Source: an optimization exercise on an open RTL-to-GDS flow (aim: small area, a short achievable clock period and few clock cycles). Production flows keep margins and buffers that such runs may drop. At most, simulation tests tie the RTL to the original design; equivalence was not proved. No activity file was given, so power comes from the tool's default toggle rates.

job 6919:
// smeTop
module smeTop
(
    input  logic       clk,
    input  logic       reset,
    input  logic [7:0] charData,
    input  logic       isString,
    input  logic       isPattern,
    output logic       valid,
    output logic       match,
    output logic [4:0] matchIndex
);
Size: ~1600 cells after synthesis, roughly 19 I/O pins, roughly 0.015 mm² of cells after synthesis.
==> flow/config.mk <==
export PLATFORM = sky130hd
export DESIGN_NAME = smeTop
export DESIGN_NICKNAME = smeTop
export VERILOG_FILES = /design/flow/design.v
export SDC_FILE = /design/flow/constraint.sdc
export NUM_CORES = 4
export LEC_CHECK = 0
export CAP_MARGIN = 20
export CORE_MARGIN = 2
export CORE_UTILIZATION = 70
export CTS_BUF_LIST = sky130_fd_sc_hd__clkbuf_4 sky130_fd_sc_hd__clkbuf_8
export CTS_CLUSTER_DIAMETER = 60
export CTS_CLUSTER_SIZE = 14
export SETUP_SLACK_MARGIN = 4.5
export SLEW_MARGIN = 20
==> flow/constraint.sdc <==
create_clock -name core_clock -period 7.0 [get_ports {clk}]
set_input_delay 1.4000 -clock core_clock [delete_from_list [all_inputs] [get_ports {clk}]]
set_output_delay 1.4000 -clock core_clock [all_outputs]
set_load 0.01 [all_outputs]
run.sh (not shown) runs the stock make flow with config.mk's settings and CLKGATE_MAP_FILE= SYNTH_SCRIPT=/design/flow/synth_recipe.tcl, a recipe that flattens the netlist after the stock synthesis.
Testbench counts of job 6919, summed over its fixed seeds: cycles 6,945.
> inputs changed (job 6919 -> job 8235)
- swapping 70 for 60 in CORE_UTILIZATION
### Flow results
Measured against each other, job 8235 and job 6919 differ in final estimated routing congestion in global placement, the lower figure coming from job 8235. Job 8235 vs. job 6919: part of the cycle the worst path needs fell 1.9 points, post-route cell area moved up, combinational fraction of design power now sits lower, critical path depth decreased by 2 relative to the old numbers.
[inputs] job 8285 vs job 8235
- SETUP_SLACK_MARGIN: 4.5 -> 4.7
Findings:
~same cell-internal power in job 8235 and job 8285
Area occupied by multi-input gates grows by a few percent when moving from job 8235 to job 8285.
Summary of job 8285 over job 8235: register fraction of the total cell area moved down, HPWL after detailed placement went down 180 µm, initial antenna violation count shows an increase of 1, final worst-path setup slack went down 0.13 ns.
Comparing job 8235 and job 8285, wire length of the first global-routing pass is higher on job 8285.
Final period utilization, job 8235 and job 8285: higher on job 8285


The RTL this note starts from:
==> flow/design.v <==
package smePkg;
    typedef logic [8-1:0] smeChar;
    typedef logic [5-1:0] smeIndex;
    typedef struct packed {
        smeChar [8-1:0] chars;
        smeChar prevChar;
        smeChar endChar;
        logic atStart;
        logic atEnd;
    } smeWindow;
    typedef struct packed {
        smeChar [8-1:0] core;
        logic [3:0] coreLen;
        logic anchorStart;
        logic anchorEnd;
    } smePattern;
    typedef enum logic [1:0] {
        loadString,
        loadPattern,
        scan,
        result
    } smeState;
endpackage
`timescale 1ns/10ps
module smeTop
(
    input  logic       clk,
    input  logic       reset,
    input  logic [7:0] charData,
    input  logic       isString,
    input  logic       isPattern,
    output logic       valid,
    output logic       match,
    output logic [4:0] matchIndex
);
    localparam int S = 32;
    function automatic logic geConst(input logic [4:0] a, input int b);
        logic r;
        r = 1'b1;
        for (int k = 0; k < 5; k++)
        begin
            if (b[k])
                r = a[k] & r;
            else
                r = a[k] | r;
        end
        geConst = r;
    endfunction
    function automatic logic gt5(input logic [4:0] a, input logic [4:0] b);
        logic r;
        r = 1'b0;
        for (int k = 0; k < 5; k++)
        begin
            r = (a[k] & ~b[k]) | (~(a[k] ^ b[k]) & r);
        end
        gt5 = r;
    endfunction
    function automatic logic [4:0] sub5(input logic [4:0] a, input logic [4:0] b);
        logic borrow;
        borrow = 1'b0;
        for (int k = 0; k < 5; k++)
        begin
            sub5[k] = a[k] ^ b[k] ^ borrow;
            borrow = (~a[k] & b[k]) | (~(a[k] ^ b[k]) & borrow);
        end
    endfunction
    function automatic logic [4:0] add5(input logic [4:0] a, input logic [4:0] b);
        logic carry;
        carry = 1'b0;
        for (int k = 0; k < 5; k++)
        begin
            add5[k] = a[k] ^ b[k] ^ carry;
            carry = (a[k] & b[k]) | ((a[k] ^ b[k]) & carry);
        end
    endfunction
    function automatic logic [4:0] inc5(input logic [4:0] a);
        logic carry;
        carry = 1'b1;
        for (int k = 0; k < 5; k++)
        begin
            inc5[k] = a[k] ^ carry;
            carry = a[k] & carry;
        end
    endfunction
    function automatic logic [5:0] highest(input logic [S-1:0] v);
        logic [5:0] n1 [16];
        logic [5:0] n2 [8];
        logic [5:0] n3 [4];
        logic [5:0] n4 [2];
        for (int a = 0; a < 16; a++)
            n1[a] = v[2*a+1] ? {1'b1, 4'd0, 1'b1} : {v[2*a], 5'd0};
        for (int a = 0; a < 8; a++)
            n2[a] = n1[2*a+1][5] ? {1'b1, 3'd0, 1'b1, n1[2*a+1][0]} : {n1[2*a][5], 3'd0, 1'b0, n1[2*a][0]};
        for (int a = 0; a < 4; a++)
            n3[a] = n2[2*a+1][5] ? {1'b1, 2'd0, 1'b1, n2[2*a+1][1:0]} : {n2[2*a][5], 2'd0, 1'b0, n2[2*a][1:0]};
        for (int a = 0; a < 2; a++)
            n4[a] = n3[2*a+1][5] ? {1'b1, 1'd0, 1'b1, n3[2*a+1][2:0]} : {n3[2*a][5], 1'd0, 1'b0, n3[2*a][2:0]};
        highest = n4[1][5] ? {1'b1, 1'b1, n4[1][3:0]} : {n4[0][5], 1'b0, n4[0][3:0]};
    endfunction
    logic [7:0] ring [S];
    logic [S-1:0] cand;
    logic isStringQ;
    logic isPatternQ;
    logic [4:0] sPos;
    logic [4:0] snPos;       
    logic [4:0] kPos;
    logic caretQ;        
    logic dollarQ;       
    always_ff @(posedge clk)
    begin
        ring[0] <= isString ? charData : ring[S-1];
        for (int p = 1; p < S; p++)
        begin
            ring[p] <= ring[p-1];
        end
    end
    always_ff @(posedge clk)
    begin
        sPos <= (isString && !isStringQ) ? 5'd0 : inc5(sPos);
        snPos <= isString ? 5'd31 : inc5(snPos);
    end
    logic [S-1:0] isS0;
    logic [S-1:0] isSN;
    logic [S-1:0] kLe;
    always_comb
    begin
        for (int q = 0; q < S; q++)
        begin
            isS0[q] = (sPos == 5'(q));
            isSN[q] = (snPos == 5'(q));
            kLe[q] = geConst(kPos, q);
        end
    end
    logic isDot;
    logic isCaret;
    logic isDollar;
    logic [S-1:0] eq;
    logic [S-1:0] sp;
    logic [S-1:0] dl;
    assign isDot = (charData == 8'h2e);
    assign isCaret = (charData == 8'h5e);
    assign isDollar = (charData == 8'h24);
    always_comb
    begin
        for (int q = 0; q < S; q++)
        begin
            eq[q] = (ring[q] == charData);
            sp[q] = (ring[q] == 8'h20);
            dl[q] = (ring[q] == 8'h24);
        end
    end
    logic [S-1:0] base;
    logic [S-1:0] startOk;
    always_comb
    begin
        for (int q = 0; q < S; q++)
        begin
            startOk[q] = sp[q] || isS0[(q+S-1)%S];
            base[q] = cand[q] && (!dollarQ || (dl[(q+1)%S] && !isSN[(q+1)%S]));
        end
    end
    logic [S-1:0] candX;
    logic [S-1:0] candY;
    logic keepY;
    always_comb
    begin
        for (int q = 0; q < S; q++)
        begin
            if (!isPatternQ)
            begin
                candX[q] = 1'b1;
                candY[q] = startOk[q];
            end
            else if (caretQ)
            begin
                candX[q] = cand[q];
                candY[q] = 1'b0;
            end
            else
            begin
                candX[q] = base[q] && !isSN[q];
                candY[q] = base[q];
            end
        end
        keepY = isPatternQ ? (!caretQ && isDollar) : isCaret;
    end
    logic selY;
    logic selDot;
    logic selEq;
    assign selY = keepY;
    assign selDot = !keepY && isDot;
    assign selEq = !keepY;
    always_ff @(posedge clk)
    begin
        for (int q = 0; q < S; q++)
        begin
            cand[q] <= (selY && candY[q]) || (selDot && candX[q]) || (selEq && candX[q] && eq[q]);
        end
        caretQ <= !isPatternQ && isCaret;
        dollarQ <= isPatternQ && !caretQ && isDollar;
        if (isPattern && !isPatternQ)
        begin
            kPos <= isCaret ? inc5(sPos) : sPos;
        end
    end
    logic [S-1:0] fin;
    logic [S-1:0] finLo;
    always_comb
    begin
        for (int q = 0; q < S; q++)
        begin
            fin[q] = cand[q] && (!dollarQ || sp[(q+1)%S] || isSN[(q+1)%S]);
            finLo[q] = fin[q] && kLe[q];
        end
    end
    logic [5:0] hLo;
    logic [5:0] hAll;
    logic [4:0] hitPos;
    logic hitAny;
    logic resPend;
    assign hLo = highest(finLo);
    assign hAll = highest(fin);
    always_ff @(posedge clk or posedge reset)
    begin
        if (reset)
        begin
            isStringQ <= 1'b0;
            isPatternQ <= 1'b0;
            resPend <= 1'b0;
            valid <= 1'b0;
        end
        else
        begin
            isStringQ <= isString;
            isPatternQ <= isPattern;
            resPend <= isPatternQ && !isPattern;
            valid <= resPend;
        end
    end
    logic [4:0] loPos;
    logic loLeK;
    logic [4:0] hitIdx;
    logic hitOk;
    logic [4:0] nM1;
    always_ff @(posedge clk)
    begin
        nM1 <= add5(sPos, ~snPos);
        loPos <= sub5(kPos, nM1);
        loLeK <= !gt5(nM1, kPos);
    end
    assign hitIdx = sub5(kPos, hitPos);
    assign hitOk = hitAny && (loLeK ? (!gt5(loPos, hitPos) && !gt5(hitPos, kPos))
                                    : (!gt5(loPos, hitPos) || !gt5(hitPos, kPos)));
    always_ff @(posedge clk)
    begin
        hitPos <= hLo[5] ? hLo[4:0] : hAll[4:0];
        hitAny <= hAll[5];
        match <= hitOk;
        matchIndex <= hitOk ? hitIdx : 5'd0;
    end
endmodule
==> flow/config.mk <==
export PLATFORM = sky130hd
export DESIGN_NAME = smeTop
export DESIGN_NICKNAME = smeTop
export VERILOG_FILES = /design/flow/design.v
export SDC_FILE = /design/flow/constraint.sdc
export NUM_CORES = 4
export LEC_CHECK = 0
export CAP_MARGIN = 20
export CORE_MARGIN = 2
export CORE_UTILIZATION = 60
export CTS_BUF_LIST = sky130_fd_sc_hd__clkbuf_4 sky130_fd_sc_hd__clkbuf_8
export CTS_CLUSTER_DIAMETER = 60
export CTS_CLUSTER_SIZE = 14
export SETUP_SLACK_MARGIN = 4.5
export SLEW_MARGIN = 20
==> flow/constraint.sdc <==
create_clock -name core_clock -period 7.0 [get_ports {clk}]
set_input_delay 1.4000 -clock core_clock [delete_from_list [all_inputs] [get_ports {clk}]]
set_output_delay 1.4000 -clock core_clock [all_outputs]
set_load 0.01 [all_outputs]
The starting point produced a clean layout.
Rerun with:
- PLACE_DENSITY: not set -> 0.75
- SETUP_SLACK_MARGIN: 4.5 -> 5.0
What happened: The changed run passed the timing, DRC and antenna checks; count of clock-buffer cells in the layout increases by 1; worst hold slack loses 0.018 ns; cell area went up by 1.6%; worst setup slack degrades by 0.0083 ns; non-clock buffer count increases by 4; area after synthesis stays the same; utilization is higher by 1.2 points; critical path depth does not change; via count went up by 2.9%; total power rose by 1.0%.
Rerun with:
- CORE_UTILIZATION: 60 -> 40
- CTS_CLUSTER_DIAMETER: 60 -> not set
- CTS_CLUSTER_SIZE: 14 -> not set
- PLACE_DENSITY: 0.75 -> not set
- SETUP_SLACK_MARGIN: 5.0 -> 4.5
Total power goes up by about 16%.
Sequential power barely changes.
Worst setup slack is worse by 0.016 ns.
No functional check of the RTL was part of any run of this note.

-- what the ideal ports hide --
Ports are ideal in the flow. The routed layouts listed here were re-timed in OpenROAD. Step 1: set_driving_cell puts a clkbuf_16 on clk and a buf_2 on each other input, an assumption about the parent block. Step 2 moves the port delays by t, midway between the first and last clock arrival at a register: inputs arrive t later, outputs are due t later. That takes back most of the time a late clock gives input paths. Slacks: no drivers / after step 1 / after step 2; pairs: no drivers / after step 1.
run	t, ns	slack for setup (ns)	worst hold slack (ns)	pins driven straight from the clock port
job 6919	0.655	4.307 / 4.307 / 3.771	0.363 / 0.363 / 0.363	1
job 8235	0.675	4.443 / 4.400 / 3.861	0.345 / 0.345 / 0.345	1
job 8285	0.669	4.317 / 4.317 / 3.763	0.357 / 0.357 / 0.357	1
the first run of note 2	0.667	4.251 / 4.251 / 3.797	0.365 / 0.365 / 0.365	1
the second run of note 2	0.651	4.243 / 4.243 / 3.882	0.348 / 0.348 / 0.348	1
the third run of note 2	0.647	4.228 / 4.228 / 3.675	0.362 / 0.362 / 0.362	1
After both steps every run listed still meets setup and hold. The setup slack of job 8235, which loses most, moves by -0.043 ns with the drivers and by -0.582 ns with both steps.
